Source: an optimization exercise on an open RTL-to-GDS flow (aim: small area, a short achievable clock period and few clock cycles per item). Production flows keep margins and buffers that such runs may drop.
Function was checked by simulation only, so behaviour that the tests miss may differ from the original.
Power is estimated from default activity; no workload was simulated.

==> design/flow/config.mk <==
export PLATFORM = sky130hd
export DESIGN_NAME = core_top
export DESIGN_NICKNAME = core_top
export VERILOG_FILES = /design/flow/design.v
export SDC_FILE = /design/flow/constraint.sdc
export NUM_CORES = 4
export LEC_CHECK = 0
export CAP_MARGIN = 20
export CORE_MARGIN = 2
export CORE_UTILIZATION = 40
export SLEW_MARGIN = 20
==> design/flow/constraint.sdc <==
create_clock -name core_clock -period 14.0 [get_ports {clk}]
set_input_delay 2.8000 -clock core_clock [delete_from_list [all_inputs] [get_ports {clk}]]
set_output_delay 2.8000 -clock core_clock [all_outputs]
set_load 0.01 [all_outputs]
==> design/flow/design.v <==
package isa_pkg;
    typedef enum logic [6:0] {
        LOAD   = 7'b0000011,
        OPIMM  = 7'b0010011,
        STORE  = 7'b0100011,
        OP     = 7'b0110011,
        LUI    = 7'b0110111,
        BRANCH = 7'b1100011
    } opcode_e;
    typedef enum logic [2:0] {
        ADD  = 3'b000,
        SLL  = 3'b001,
        SLT  = 3'b010,
        SLTU = 3'b011,
        XOR  = 3'b100,
        SRL  = 3'b101,
        OR   = 3'b110,
        AND  = 3'b111
    } alu_fn_e;
    typedef enum logic [2:0] {
        BEQ  = 3'b000,
        BNE  = 3'b001,
        BLT  = 3'b100,
        BGE  = 3'b101,
        BLTU = 3'b110,
        BGEU = 3'b111
    } branch_fn_e;
    typedef struct packed {
        logic [6:0] funct7;
        logic [4:0] rs2;
        logic [4:0] rs1;
        logic [2:0] funct3;
        logic [4:0] rd;
        opcode_e    opcode;
    } instr_t;
endpackage
package core_pkg;
    typedef logic [32-1:0] word_t;
    typedef logic [32-1:0] addr_t;
    typedef logic [$clog2(32)-1:0] reg_sel_t;
    typedef enum logic [1:0] {
        FETCH    = 2'd0,
        DECODE   = 2'd1,
        MEM_WAIT = 2'd2,
        HALTED   = 2'd3
    } ctrl_state_e;
endpackage
module reg_file (
    input  logic               clk,
    input  logic               rst,
    input  core_pkg::reg_sel_t rs1_sel,
    input  core_pkg::reg_sel_t rs2_sel,
    output core_pkg::word_t    rs1_data,
    output core_pkg::word_t    rs2_data,
    input  logic               wr_en,
    input  core_pkg::reg_sel_t wr_sel,
    input  core_pkg::word_t    wr_data
);
    logic [32-1:0] regs [1:32-1];
    always_ff @(posedge clk) begin
        if (wr_en && wr_sel != '0) begin
            regs[wr_sel] <= wr_data;
        end
    end
    assign rs1_data = (rs1_sel == '0) ? '0 : regs[rs1_sel];
    assign rs2_data = (rs2_sel == '0) ? '0 : regs[rs2_sel];
endmodule
module alu (
    input  core_pkg::word_t op_rs1_data,
    input  core_pkg::word_t op_rs2_data,
    input  core_pkg::word_t op_imm,
    input  logic [2:0]      op_fn,
    input  logic            op_alt,
    input  logic            op_use_imm,
    output core_pkg::word_t result
);
    core_pkg::word_t      a;
    core_pkg::word_t      b;
    core_pkg::word_t      sra_res;
    logic [4:0] shamt;
    assign a     = op_rs1_data;
    assign b     = op_use_imm ? op_imm : op_rs2_data;
    assign shamt = b[4:0];
    assign sra_res = $signed(a) >>> shamt;
    always_comb begin
        case (op_fn)
            isa_pkg::ADD:     result = (op_alt && !op_use_imm) ? a - b : a + b;
            isa_pkg::SLL:     result = a << shamt;
            isa_pkg::SLT:     result = {{(32-1){1'b0}}, $signed(a) < $signed(b)};
            isa_pkg::SLTU:    result = {{(32-1){1'b0}}, a < b};
            isa_pkg::XOR:     result = a ^ b;
            isa_pkg::SRL:     result = op_alt ? sra_res : a >> shamt;
            isa_pkg::OR:      result = a | b;
            isa_pkg::AND:     result = a & b;
            default: result = '0;
        endcase
    end
endmodule
module branch_unit (
    input  core_pkg::addr_t op_pc,
    input  core_pkg::word_t op_rs1_data,
    input  core_pkg::word_t op_rs2_data,
    input  core_pkg::word_t op_imm,
    input  logic [2:0]      op_fn,
    output logic            taken,
    output core_pkg::addr_t target_pc
);
    core_pkg::word_t a;
    core_pkg::word_t b;
    assign a = op_rs1_data;
    assign b = op_rs2_data;
    always_comb begin
        case (op_fn)
            isa_pkg::BEQ:     taken = (a == b);
            isa_pkg::BNE:     taken = (a != b);
            isa_pkg::BLT:     taken = ($signed(a) < $signed(b));
            isa_pkg::BGE:     taken = ($signed(a) >= $signed(b));
            isa_pkg::BLTU:    taken = (a < b);
            isa_pkg::BGEU:    taken = (a >= b);
            default: taken = 1'b0;
        endcase
    end
    assign target_pc = taken ? op_pc + op_imm : op_pc + 32'(4);
endmodule
module exec_control (
    input  logic              clk,
    input  logic              rst,
    input  logic              clr,
    input  logic              ena,
    output core_pkg::addr_t   mem_addr,
    output core_pkg::word_t   mem_wr_data,
    output logic              mem_rd_req,
    output logic              mem_wr_req,
    input  core_pkg::word_t   mem_rd_data,
    input  logic              mem_ack,
    output core_pkg::word_t   out,
    output logic              out_valid,
    output logic              halt,
    output core_pkg::addr_t   op_pc,
    output core_pkg::word_t   op_rs1_data,
    output core_pkg::word_t   op_rs2_data,
    output core_pkg::word_t   op_imm,
    output logic [2:0]        op_fn,
    output logic              op_alt,
    output logic              op_use_imm,
    input  core_pkg::word_t   alu_result,
    input  logic              br_taken,
    input  core_pkg::addr_t   br_target,
    output core_pkg::reg_sel_t rs1_sel,
    output core_pkg::reg_sel_t rs2_sel,
    input  core_pkg::word_t   rs1_data,
    input  core_pkg::word_t   rs2_data,
    output logic              wr_en,
    output core_pkg::reg_sel_t wr_sel,
    output core_pkg::word_t   wr_data
);
    core_pkg::ctrl_state_e state, state_nxt;
    core_pkg::addr_t       pc, pc_nxt;
    core_pkg::addr_t       pc_plus4;
    core_pkg::word_t       instr_q;
    core_pkg::word_t       cur_instr;
    isa_pkg::instr_t ins;
    core_pkg::word_t       imm;
    core_pkg::addr_t       eff_addr;
    logic        ack_now;
    assign ack_now = ena && mem_ack;
    assign cur_instr = (state == core_pkg::DECODE && mem_ack) ? mem_rd_data : instr_q;
    assign ins       = cur_instr;
    always_comb begin
        case (ins.opcode)
            isa_pkg::STORE:   imm = {{20{cur_instr[31]}}, cur_instr[31:25], cur_instr[11:7]};
            isa_pkg::BRANCH:  imm = {{19{cur_instr[31]}}, cur_instr[31], cur_instr[7],
                            cur_instr[30:25], cur_instr[11:8], 1'b0};
            isa_pkg::LUI:     imm = {cur_instr[31:12], 12'b0};
            default: imm = {{20{cur_instr[31]}}, cur_instr[31:20]};
        endcase
    end
    assign rs1_sel  = ins.rs1;
    assign rs2_sel  = ins.rs2;
    assign wr_sel   = ins.rd;
    assign pc_plus4 = pc + 32'(4);
    assign eff_addr = rs1_data + imm;
    assign op_pc       = pc;
    assign op_rs1_data = rs1_data;
    assign op_rs2_data = rs2_data;
    assign op_imm      = imm;
    assign op_fn       = ins.funct3;
    assign op_alt      = cur_instr[30];
    assign op_use_imm  = (ins.opcode != isa_pkg::OP);
    assign out         = rs2_data;
    assign mem_wr_data = rs2_data;
    always_comb begin
        state_nxt  = state;
        pc_nxt     = pc;
        mem_addr   = pc;
        mem_rd_req = 1'b0;
        mem_wr_req = 1'b0;
        out_valid  = 1'b0;
        wr_en      = 1'b0;
        wr_data    = alu_result;
        case (state)
            core_pkg::FETCH: begin
                mem_rd_req = ena;
                state_nxt  = core_pkg::DECODE;
            end
            core_pkg::DECODE: begin
                if (ack_now) begin
                    state_nxt = core_pkg::FETCH;
                    pc_nxt    = pc_plus4;
                    case (ins.opcode)
                        isa_pkg::OP, isa_pkg::OPIMM: wr_en = 1'b1;
                        isa_pkg::LUI: begin
                            wr_en   = 1'b1;
                            wr_data = imm;
                        end
                        isa_pkg::BRANCH: pc_nxt = br_taken ? br_target : pc_plus4;
                        isa_pkg::LOAD: begin
                            mem_addr   = eff_addr;
                            mem_rd_req = 1'b1;
                            state_nxt  = core_pkg::MEM_WAIT;
                            pc_nxt     = pc;
                        end
                        isa_pkg::STORE: begin
                            if (eff_addr == 32'(1000000)) begin
                                out_valid = 1'b1;
                            end else if (eff_addr == 32'(1000004)) begin
                                state_nxt = core_pkg::HALTED;
                                pc_nxt    = pc;
                            end else begin
                                mem_addr   = eff_addr;
                                mem_wr_req = 1'b1;
                                state_nxt  = core_pkg::MEM_WAIT;
                                pc_nxt     = pc;
                            end
                        end
                        default: begin
                            state_nxt = core_pkg::HALTED;
                            pc_nxt    = pc;
                        end
                    endcase
                end
            end
            core_pkg::MEM_WAIT: begin
                if (ack_now) begin
                    wr_en     = (ins.opcode == isa_pkg::LOAD);
                    wr_data   = mem_rd_data;
                    pc_nxt    = pc_plus4;
                    state_nxt = core_pkg::FETCH;
                end
            end
            default: state_nxt = core_pkg::HALTED;
        endcase
    end
    always_ff @(posedge clk or negedge rst) begin
        if (!rst) begin
            state   <= core_pkg::FETCH;
            pc      <= 32'(128);
            instr_q <= '0;
            halt    <= 1'b0;
        end else if (clr) begin
            state   <= core_pkg::FETCH;
            pc      <= 32'(128);
            instr_q <= '0;
            halt    <= 1'b0;
        end else if (ena) begin
            state <= state_nxt;
            pc    <= pc_nxt;
            if (state == core_pkg::DECODE && mem_ack) begin
                instr_q <= mem_rd_data;
            end
            if (state_nxt == core_pkg::HALTED) begin
                halt <= 1'b1;
            end
        end
    end
endmodule
module core_top (
    input  logic            clk,
    input  logic            rst,
    input  logic            clr,
    input  logic            ena,
    output core_pkg::addr_t mem_addr,
    output core_pkg::word_t mem_wr_data,
    output logic            mem_rd_req,
    output logic            mem_wr_req,
    input  core_pkg::word_t mem_rd_data,
    input  logic            mem_ack,
    output core_pkg::word_t out,
    output logic            out_valid,
    output logic            halt
);
    core_pkg::addr_t      op_pc;
    core_pkg::word_t      op_rs1_data;
    core_pkg::word_t      op_rs2_data;
    core_pkg::word_t      op_imm;
    logic [2:0] op_fn;
    logic       op_alt;
    logic       op_use_imm;
    core_pkg::reg_sel_t rs1_sel;
    core_pkg::reg_sel_t rs2_sel;
    core_pkg::word_t    rs1_data;
    core_pkg::word_t    rs2_data;
    logic     wr_en;
    core_pkg::reg_sel_t wr_sel;
    core_pkg::word_t    wr_data;
    core_pkg::word_t    alu_result;
    logic     br_taken;
    core_pkg::addr_t    br_target;
    exec_control ctrl0 (
        .clk         (clk),
        .rst         (rst),
        .clr         (clr),
        .ena         (ena),
        .mem_addr    (mem_addr),
        .mem_wr_data (mem_wr_data),
        .mem_rd_req  (mem_rd_req),
        .mem_wr_req  (mem_wr_req),
        .mem_rd_data (mem_rd_data),
        .mem_ack     (mem_ack),
        .out         (out),
        .out_valid   (out_valid),
        .halt        (halt),
        .op_pc       (op_pc),
        .op_rs1_data (op_rs1_data),
        .op_rs2_data (op_rs2_data),
        .op_imm      (op_imm),
        .op_fn       (op_fn),
        .op_alt      (op_alt),
        .op_use_imm  (op_use_imm),
        .alu_result  (alu_result),
        .br_taken    (br_taken),
        .br_target   (br_target),
        .rs1_sel     (rs1_sel),
        .rs2_sel     (rs2_sel),
        .rs1_data    (rs1_data),
        .rs2_data    (rs2_data),
        .wr_en       (wr_en),
        .wr_sel      (wr_sel),
        .wr_data     (wr_data)
    );
    reg_file rf0 (
        .clk      (clk),
        .rst      (rst),
        .rs1_sel  (rs1_sel),
        .rs2_sel  (rs2_sel),
        .rs1_data (rs1_data),
        .rs2_data (rs2_data),
        .wr_en    (wr_en),
        .wr_sel   (wr_sel),
        .wr_data  (wr_data)
    );
    alu alu0 (
        .op_rs1_data (op_rs1_data),
        .op_rs2_data (op_rs2_data),
        .op_imm      (op_imm),
        .op_fn       (op_fn),
        .op_alt      (op_alt),
        .op_use_imm  (op_use_imm),
        .result   (alu_result)
    );
    branch_unit br0 (
        .op_pc       (op_pc),
        .op_rs1_data (op_rs1_data),
        .op_rs2_data (op_rs2_data),
        .op_imm      (op_imm),
        .op_fn       (op_fn),
        .taken     (br_taken),
        .target_pc (br_target)
    );
endmodule
==> design/flow/run.sh <==
#!/bin/bash
# synth_recipe.tcl (not shown) runs the flow's synth.tcl, then flattens the netlist and writes it again
# the make line also repeats each setting of config.mk as NAME=value (left out here)
make -C /OpenROAD-flow-scripts/flow DESIGN_CONFIG=/design/flow/config.mk WORK_HOME=/design/flow/orfs CLKGATE_MAP_FILE= SYNTH_SCRIPT=/design/flow/synth_recipe.tcl finish
==> impl_metrics.yaml <==
status:
  status: "timing/DRC/antenna clean"
yosys:
  ys_ff_latch: 1059
  synth-compound-area-share_pct: 18.70
  synth-simple-area-share_pct: 17.34
  syn_inst: 6851
  synth_edf_count: 992
  post_synth_xor_area_fraction_pct: 0.9865
  synth_fa_ha_area_share_pct: 3.760
  netlist_area_um2: 67350
  syn_area_per_cell_um2: 9.830
  synth_flop_cell: "edfxtp_1"
  synth_top_family_by_area: "compound AO/OA/AOI/OAI gates"
  synth.net_count: 7088
  seq_area_frac_synth_pct: 46.72
  synthMuxAreaShare_pct: 7.554
  synth_warnings: 4
  yosysUniqueCellTypes: 118
  synthArstFlopShare_pct: 6.327
clocking:
  cts.sinks: 1059
  clk_latency_ps: 800
  cts_tree: "yes"
  cts_hold_buffers: 0
  cts_max_level: 3
  clkTransAtPathRegs_ps: 60
  cts_buffers: 116
  clock-root-buffer: "clkbuf_16"
  cts.path.max_buffers: 3
  cts_resized: 0
  postCtsSetupBuffers: 0
worst_setup_path:
  critPathLaunchType: "primary input"
  crit_slowest_cell: "or4bb_1"
  crit_required_ps: 11200
  cpPeakStageDelay_ps: 780
  cp-end-kind: "output port"
  crit_type: "in -> out"
  critPathMaxFanout: 14
  cp.arrival_ps: 10790
global_route:
  antenna_found_initial: 7
  grt_pass1_wl_mm: 448.8
  grt_pass1_vias: 58132
  grt.overflow.total: 0
  grtUsageTotal_pct: 36.40
  grt_max_degree: 118
power_and_ir_drop:
  power_density_nw_per_um2: 138.4
  peakVddDrop_v: 0.0001193
  p_leak_nw: 27.61
route:
  post-route-drc-count: 0
  wire_per_inst_um: 35.20
  via_count: 62659
  wl_met1_mm: 124.2
  ant_nets: 0
  drtPass1Iterations: 6
  wl_met2_mm: 139.0
  drtIter0Drc: 10308
  via_per_inst: 6.804
  dr_wl_met3_mm: 38.44
  routed_wl_mm: 324.2
  highest_layer: "met5"
floorplanning:
  ioPinCount: 137
  initial_core_util_pct: 40.27
  die_height_um: 414.3
  coreArea_um2: 167200
  core.rowCount: 150
  die-width_um: 414.3
  dieArea_um2: 171700
finish:
  utilization_pct: 45.69
  syn2layout_area_growth_pct: 13.45
  fin_nets: 7140
  drive_above_1_share_pct: 12.33
timing:
  finalSetupTns_ps: 0
  rsz0062_at_grt: "false"
  tightest_slew_ps: 1309
  hold_viol_final: 0
  max_freq_ghz: 0.07361
  slew_violations: 0
  setup_violations: 0
  period_needed_ps: 13590
  timing.final.crit_share_pct: 97.04
  relSlewSlack_pct: 12.75
  skew_ps: 42.62
place:
  hpwlAfterDp_mm: 218.0
  numPortBuffers: 136
  gp_congestion: 1.054
worst_hold_path:
  hold_class: "reg -> reg"
run:
  maxCapViolCount: 0
==> power by group <==
part / internal (mW) / switching, mW
sequential: 3.75 / 0.00715
combinational: 1.08 / 2.57
clock: 1.83 / 1.33
==> through the flow <==
stage | cell area [um2] | setup WS [ps] | cells | total power, mW | hold WS, ps
after global placement | 72490 | 560.5 | 8987 | 7.321 | 492.2
final | 76400 | 414.8 | 9209 | 10.57 | 519.3
after CTS | 76380 | 608.2 | 9205 | 10.44 | 520.8
after floorplan | 67350 | 2664 | 6851 | 5.736 | 486.2
after detailed placement | 72530 | 631.8 | 8988 | 7.317 | 506.1
after global routing | 76400 | 72.11 | 9206 | 10.83 | 561.8
==> flip-flops by register name, indices dropped and copies added, names as in the netlist <==
register	cells
ctrl0.halt	1
ctrl0.instr_q	32
rf0.regs	992
ctrl0.state	2
ctrl0.pc	32
==> metal layers <==
| layer | vias to the layer above | global-route usage, % |
|---|---|---|
| li1 | 26032 | - |
| met1 | 30943 | 48.48 |
| met5 | - | 0 |
| met2 | 4723 | 54.05 |
| met4 | 6 | 21.97 |
| met3 | 955 | 8.152 |
==> logic make-up (layout without fill, tap and decap cells) <==
group,count (synthesis),in the layout
simple gates,2619,2619
flops,1059,1059
mux,361,361
xor+xnor,75,75
compound gates,1834,1834
fa+ha+maj,200,200
other cells,0,3
buf+inv,703,854
==> worst max-delay path, delay by kind of cell <==
family                   cells  cell delay [ps]
AND/OR/NAND/NOR              6             2030
buffers and inverters        6             2300
AO/OA/AOI/OAI               11             2740
adder cells (fa/ha/maj)      1              480
XOR/XNOR                     1              350
==> placed cells by master (no fill, tap or decap), drive strengths merged, types with 35 or more instances in the layout <==
cell type,count
a211oi,127
a21o,76
a21oi,442
a221o,37
a311oi,96
a31oi,43
a32o,53
and3,120
buf,346
clkbuf,140
clkdlybuf4s50,132
clkinv,56
dfrtp,66
edfxtp,992
ha,196
inv,161
mux2i,215
mux4,114
nand2,1326
nand3,556
nor2,288
nor3,103
nor4,53
o211ai,112
o21a,53
o21ai,405
o22ai,46
o31ai,35
xnor2,51
==> final cells by class <==
type                       count  area [um2]
clock buffer                 140        3057
multi-input combinational   5089       33420
antenna                        3       7.507
sequential                  1059       31470
clock inverter                77       799.5
tap                         2204        2758
timing repair buffer         478        4298
fill                       15523       90820
inverter                     159       596.8
==> synth_stat cells (all sizes together) (15+ instances only) <==
| cell | n | area share, % |
|---|---|---|
| o31ai | 35 | 0.43 |
| a21o | 76 | 0.85 |
| o21ai | 405 | 3.0 |
| nand3 | 556 | 4.2 |
| nor2 | 288 | 1.6 |
| nand2 | 1326 | 7.4 |
| xnor2 | 51 | 0.67 |
| nand4 | 28 | 0.26 |
| mux2 | 32 | 0.54 |
| mux2i | 215 | 3.2 |
| buf | 251 | 2.4 |
| dfrtp | 66 | 2.5 |
| a31oi | 43 | 0.40 |
| a21oi | 442 | 3.3 |
| or3 | 18 | 0.17 |
| nand2b | 29 | 0.27 |
| and2 | 17 | 0.16 |
| inv | 157 | 0.88 |
| clkbuf | 293 | 1.6 |
| edfxtp | 992 | 44 |
| nor4 | 53 | 0.50 |
| ha | 196 | 3.6 |
| nor3 | 103 | 0.77 |
| a211o | 17 | 0.22 |
| a221o | 37 | 0.55 |
| a22oi | 15 | 0.17 |
| nor2b | 29 | 0.27 |
| a311oi | 96 | 1.3 |
| mux4 | 114 | 3.8 |
| and3 | 120 | 1.1 |
| a2111oi | 24 | 0.31 |
| a32o | 53 | 0.79 |
| xor2 | 24 | 0.31 |
| o21a | 53 | 0.59 |
| o22ai | 46 | 0.44 |
| a311o | 22 | 0.33 |
| a221oi | 33 | 0.50 |
| a32oi | 19 | 0.25 |
| o211ai | 112 | 1.3 |
| a21boi | 17 | 0.22 |
| a211oi | 127 | 1.5 |
| o221ai | 30 | 0.42 |
==> final timing paths <==
path	slack, ps	from	endpoint	cells past startpoint
max in group asynchronous	11160	rst	ctrl0.instr_q[20]$_DFFE_PN0P_	1
max reg2reg	3880	ctrl0.state[1]$_DFFE_PN0P_	rf0.regs[26][30]$_DFFE_PP_	32
max	410	mem_rd_data[18]	mem_addr[13]	25
min	520	ctrl0.halt$_DFFE_PN0P_	ctrl0.halt$_DFFE_PN0P_	2
min reg2reg	520	ctrl0.halt$_DFFE_PN0P_	ctrl0.halt$_DFFE_PN0P_	2
min in group asynchronous	2190	rst	ctrl0.pc[21]$_DFFE_PN0P_	1
Testbench counts, summed over its fixed seeds: cycles 194,375, instrs 90,406.

## port drivers added, routing unchanged
The flow's constraints put no driver on any port. The routed layout listed below was extracted and timed again, unchanged, in two steps.
Step 1, drivers: a clkbuf_16 drives clk and a buf_2 each remaining input, both assumed.
Step 2 moves the port delays by t, midway between the first and last clock arrival at a register: inputs arrive t later, outputs are due t later. That takes back most of the time a late clock gives input paths.
a / b / c = no drivers / after step 1 / after step 2; a / b = the first two.
t, ns: 0.865
slack for setup (ns): 0.415 / 0.372 / 0.372
hold slack, ns: 0.519 / 0.519 / 0.519
After both steps setup and hold are still met in this run. For this run, drivers alone change the setup slack by -0.043 ns; drivers and shift together by -0.043 ns.
